From an optimization exercise on the open Yosys and OpenROAD flow, aimed at small area, a short achievable clock period and few clock cycles; shortcuts taken in it are not production practice.
At most, simulation tests tie the RTL to the original design; equivalence was not proved.
No activity file was given, so power comes from the tool's default toggle rates.

## quartz
Design mvm_accel, start of the top module:
module mvm_accel (
  input  wire        clk_main_a0,
  input  wire        rst_main_n_sync,
  input  wire        awvalid,
  input  wire [31:0] awaddr,
  input  wire        wvalid,
  input  wire [31:0] wdata,
  input  wire        bready,
  input  wire        arvalid,
  input  wire [31:0] araddr,
  input  wire        rready,
  output wire        awready,
  output wire        wready,
  output wire        bvalid,
  output wire [1:0]  bresp,
  output wire        arready,
  output wire        rvalid,
  output wire [31:0] rdata,
  output wire [1:0]  rresp
);
==> module mvm_axil_slave, before the edit <==
module mvm_axil_slave (
  input  logic        clk_main_a0,
  input  logic        rst_main_n_sync,
  input  logic        awvalid,
  input  logic [31:0] awaddr,
  input  logic        wvalid,
  input  logic [31:0] wdata,
  input  logic        bready,
  input  logic        arvalid,
  input  logic [31:0] araddr,
  input  logic        rready,
  output logic        awready,
  output logic        wready,
  output logic        bvalid,
  output logic [1:0]  bresp,
  output logic        arready,
  output logic        rvalid,
  output logic [31:0] rdata,
  output logic [1:0]  rresp,
  input  logic        load_ok_next,
  output logic        wr_do,
  output logic        wr_data,
  output logic [31:0] wr_word,
  input  logic        busy_next,
  input  logic        result_zero,
  input  logic [127:0] result
);
  logic        aw_got, w_got;
  logic        aw_hs, w_hs;
  logic        aw_got_n, w_got_n, pair;
  logic        bvalid_n;
  logic        wr_scr;
  logic [31:0] scratch;
  logic [1:0]  rd_ptr;
  logic [31:0] rd_word;
  logic [31:0] rdata_hold;
  logic        rvalid_n;
  assign aw_hs    = awvalid && awready;
  assign w_hs     = wvalid && wready;
  assign aw_got_n = aw_got || aw_hs;
  assign w_got_n  = w_got || w_hs;
  assign pair     = aw_got_n && w_got_n;
  assign bvalid_n = pair || (bvalid && !bready);
  always_ff @(posedge clk_main_a0) begin
    if (!rst_main_n_sync) begin
      aw_got  <= 1'b0;
      w_got   <= 1'b0;
      bvalid  <= 1'b0;
      wr_do   <= 1'b0;
      awready <= 1'b1;
      wready  <= 1'b1;
    end else begin
      aw_got  <= aw_got_n && !pair;
      w_got   <= w_got_n && !pair;
      bvalid  <= bvalid_n;
      wr_do   <= pair;
      awready <= !(aw_got_n && !pair) && !bvalid_n && load_ok_next;
      wready  <= !(w_got_n && !pair) && !bvalid_n && load_ok_next;
    end
  end
  always_ff @(posedge clk_main_a0) begin
    if (aw_hs) begin
      wr_data <= awaddr == mvm_pkg::data_addr;
      wr_scr  <= awaddr == mvm_pkg::scratch_addr;
    end
    if (w_hs) begin
      wr_word <= wdata;
    end
  end
  always_ff @(posedge clk_main_a0) begin
    if (!rst_main_n_sync) begin
      scratch <= '0;
    end else if (wr_do && wr_scr) begin
      scratch <= wr_word;
    end
  end
  always_comb begin
    case (araddr)
      mvm_pkg::data_addr:    rd_word = result_zero ? 32'h0 : result[32*rd_ptr +: 32];
      mvm_pkg::status_addr:  rd_word = {31'h0, busy_next};
      mvm_pkg::scratch_addr: rd_word = scratch;
      default:               rd_word = mvm_pkg::unimpl_value;
    endcase
  end
  assign rvalid_n = (arvalid && arready) || (rvalid && !rready);
  always_ff @(posedge clk_main_a0) begin
    if (!rst_main_n_sync) begin
      rvalid  <= 1'b0;
      arready <= 1'b1;
      rd_ptr  <= '0;
    end else begin
      rvalid  <= rvalid_n;
      arready <= !rvalid_n;
      if (arvalid && arready && araddr == mvm_pkg::data_addr) begin
        rd_ptr <= rd_ptr + 1'b1;
      end
    end
  end
  always_ff @(posedge clk_main_a0) begin
    if (arvalid && arready) begin
      rdata_hold <= rd_word;
    end
    rdata <= ((arvalid && arready) || !rvalid) ? rd_word : rdata_hold;
  end
  assign bresp = 2'b00;
  assign rresp = 2'b00;
endmodule
clock: 12.0 ns
lec_check: 0
cap_margin: 20
core_margin: 2
core_utilization: 60
cts_cluster_diameter: 90
cts_cluster_size: 25
slew_margin: 20
standard.sh (not shown) runs the stock make flow with config.mk's settings and CLKGATE_MAP_FILE= SYNTH_SCRIPT=/design/flow/synth_recipe.tcl, a recipe that flattens the netlist after the stock synthesis.
==> flow/flow/run.sh <==
#!/bin/bash
# The standard layout with two changes:
# - synthesis is the standard one (synth_recipe.tcl) except that Yosys's
#   generic "synth" command runs without its quick ABC pass, which otherwise
#   reshapes the full-adder logic so that extract_fa leaves an inverter
#   between most full adders; registers, their names and cells are the same;
# - timing repair is asked to leave more setup slack than the clock period
#   needs, so that it also shortens the paths that already meet it;
# and plain buffers on the ports.
set -euo pipefail
sed 's/yosys synth -nofsm -noshare {\*}\$args/yosys synth -nofsm -noshare -noabc {*}$args/' \
  synth_recipe.tcl > flow_synth.tcl
grep -q -- '-noabc' flow_synth.tcl
export BUFFER_PORTS_ARGS="-buffer_cell sky130_fd_sc_hd__buf_2"
bash standard.sh SYNTH_SCRIPT="$PWD/flow_synth.tcl" SETUP_SLACK_MARGIN=8.6 finish > standard_flow.log 2>&1
Input changes introduced in indigo (baseline for comparison: quartz):
--- a/flow/design.v
+++ b/flow/design.v
@@ -49,10 +49,12 @@
   logic        bvalid_n;
   logic        wr_scr;
   logic [31:0] scratch;
   logic [1:0]  rd_ptr;
   logic [31:0] rd_word;
+  logic        rd_near;
+  logic [31:0] rd_low;
   logic [31:0] rdata_hold;
   logic        rvalid_n;
   assign aw_hs    = awvalid && awready;
   assign w_hs     = wvalid && wready;
   assign aw_got_n = aw_got || aw_hs;
@@ -90,18 +92,24 @@
       scratch <= '0;
     end else if (wr_do && wr_scr) begin
       scratch <= wr_word;
     end
   end
+  assign rd_near = (araddr & ~32'h0000_004c) == (mvm_pkg::data_addr & ~32'h0000_004c);
   always_comb begin
-    case (araddr)
-      mvm_pkg::data_addr:    rd_word = result_zero ? 32'h0 : result[32*rd_ptr +: 32];
-      mvm_pkg::status_addr:  rd_word = {31'h0, busy_next};
-      mvm_pkg::scratch_addr: rd_word = scratch;
-      default:               rd_word = mvm_pkg::unimpl_value;
+    case ({araddr[6], araddr[3], araddr[2]})
+      {mvm_pkg::data_addr[6], mvm_pkg::data_addr[3], mvm_pkg::data_addr[2]}:
+        rd_low = result_zero ? 32'h0 : result[32*rd_ptr +: 32];
+      {mvm_pkg::status_addr[6], mvm_pkg::status_addr[3], mvm_pkg::status_addr[2]}:
+        rd_low = {31'h0, busy_next};
+      {mvm_pkg::scratch_addr[6], mvm_pkg::scratch_addr[3], mvm_pkg::scratch_addr[2]}:
+        rd_low = scratch;
+      default:
+        rd_low = mvm_pkg::unimpl_value;
     endcase
   end
+  assign rd_word = rd_near ? rd_low : mvm_pkg::unimpl_value;
   assign rvalid_n = (arvalid && arready) || (rvalid && !rready);
   always_ff @(posedge clk_main_a0) begin
     if (!rst_main_n_sync) begin
       rvalid  <= 1'b0;
       arready <= 1'b1;
==> results.txt <==
- Between quartz and indigo, the post-route cell area does not differ in any meaningful way.
- Comparing indigo with quartz, the power came out essentially unchanged.
- indigo -> quartz: die boundary width flat
- Between quartz and indigo, the flow reports synthesized cell count decreasing slightly.
- Setup slack in indigo vs quartz: up 150 ps
- Total of plain and repair buffers excluding clock buffers grows slightly when moving from quartz to indigo.
- Between indigo and quartz, the worst setup timing slack at the placement stage is higher for indigo.
- Area of the mapped netlist: indigo vs quartz, no meaningful difference
- Capture point of the worst path = rdata[9]: indigo; capture point of the worst path = u_top.u_slave.rdata[25]: quartz
- When the final numbers for indigo and quartz were put side by side, the worst slew margin relative to its limit turned out to be smaller in quartz.
- Shortest clock period the worst path allows after layout (indigo over quartz): decrease, 150 ps
Testbench counts of indigo, summed over its fixed seeds: cycles 5,974.
No functional check of the RTL was part of quartz.

## re-timing with driven ports
In the flow no input, the clock included, has a driving cell. The finished layouts below were timed again as built, in two steps.
Step 1 (the two cells are an assumption about what drives the block):
set clk [get_ports {clk_main_a0}]
set_driving_cell -lib_cell sky130_fd_sc_hd__clkbuf_16 $clk
set_driving_cell -lib_cell sky130_fd_sc_hd__buf_2 [delete_from_list [all_inputs] $clk]
Step 2 times the ports against the registers' clock, not the clock port: input delays grow and output delays shrink by t, the midpoint of the rising clock arrivals with the driver on.
a / b / c = no drivers / after step 1 / after step 2; a / b = the first two.
| run | t (ns) | slack for setup (ns) | hold slack, ns | worst setup path after step 2 | pins driven straight from the clock port |
|---|---|---|---|---|---|
| quartz | 0.848 | 8.170 / 8.212 / 7.364 | 0.301 / 0.301 / 0.301 | input to register | 1 |
| indigo | 0.850 | 8.324 / 8.244 / 7.735 | 0.277 / 0.277 / 0.277 | input to register | 1 |
After both steps every run listed still meets setup and hold. The setup slack of quartz, which loses most, moves by +0.042 ns with the drivers and by -0.806 ns with both steps.
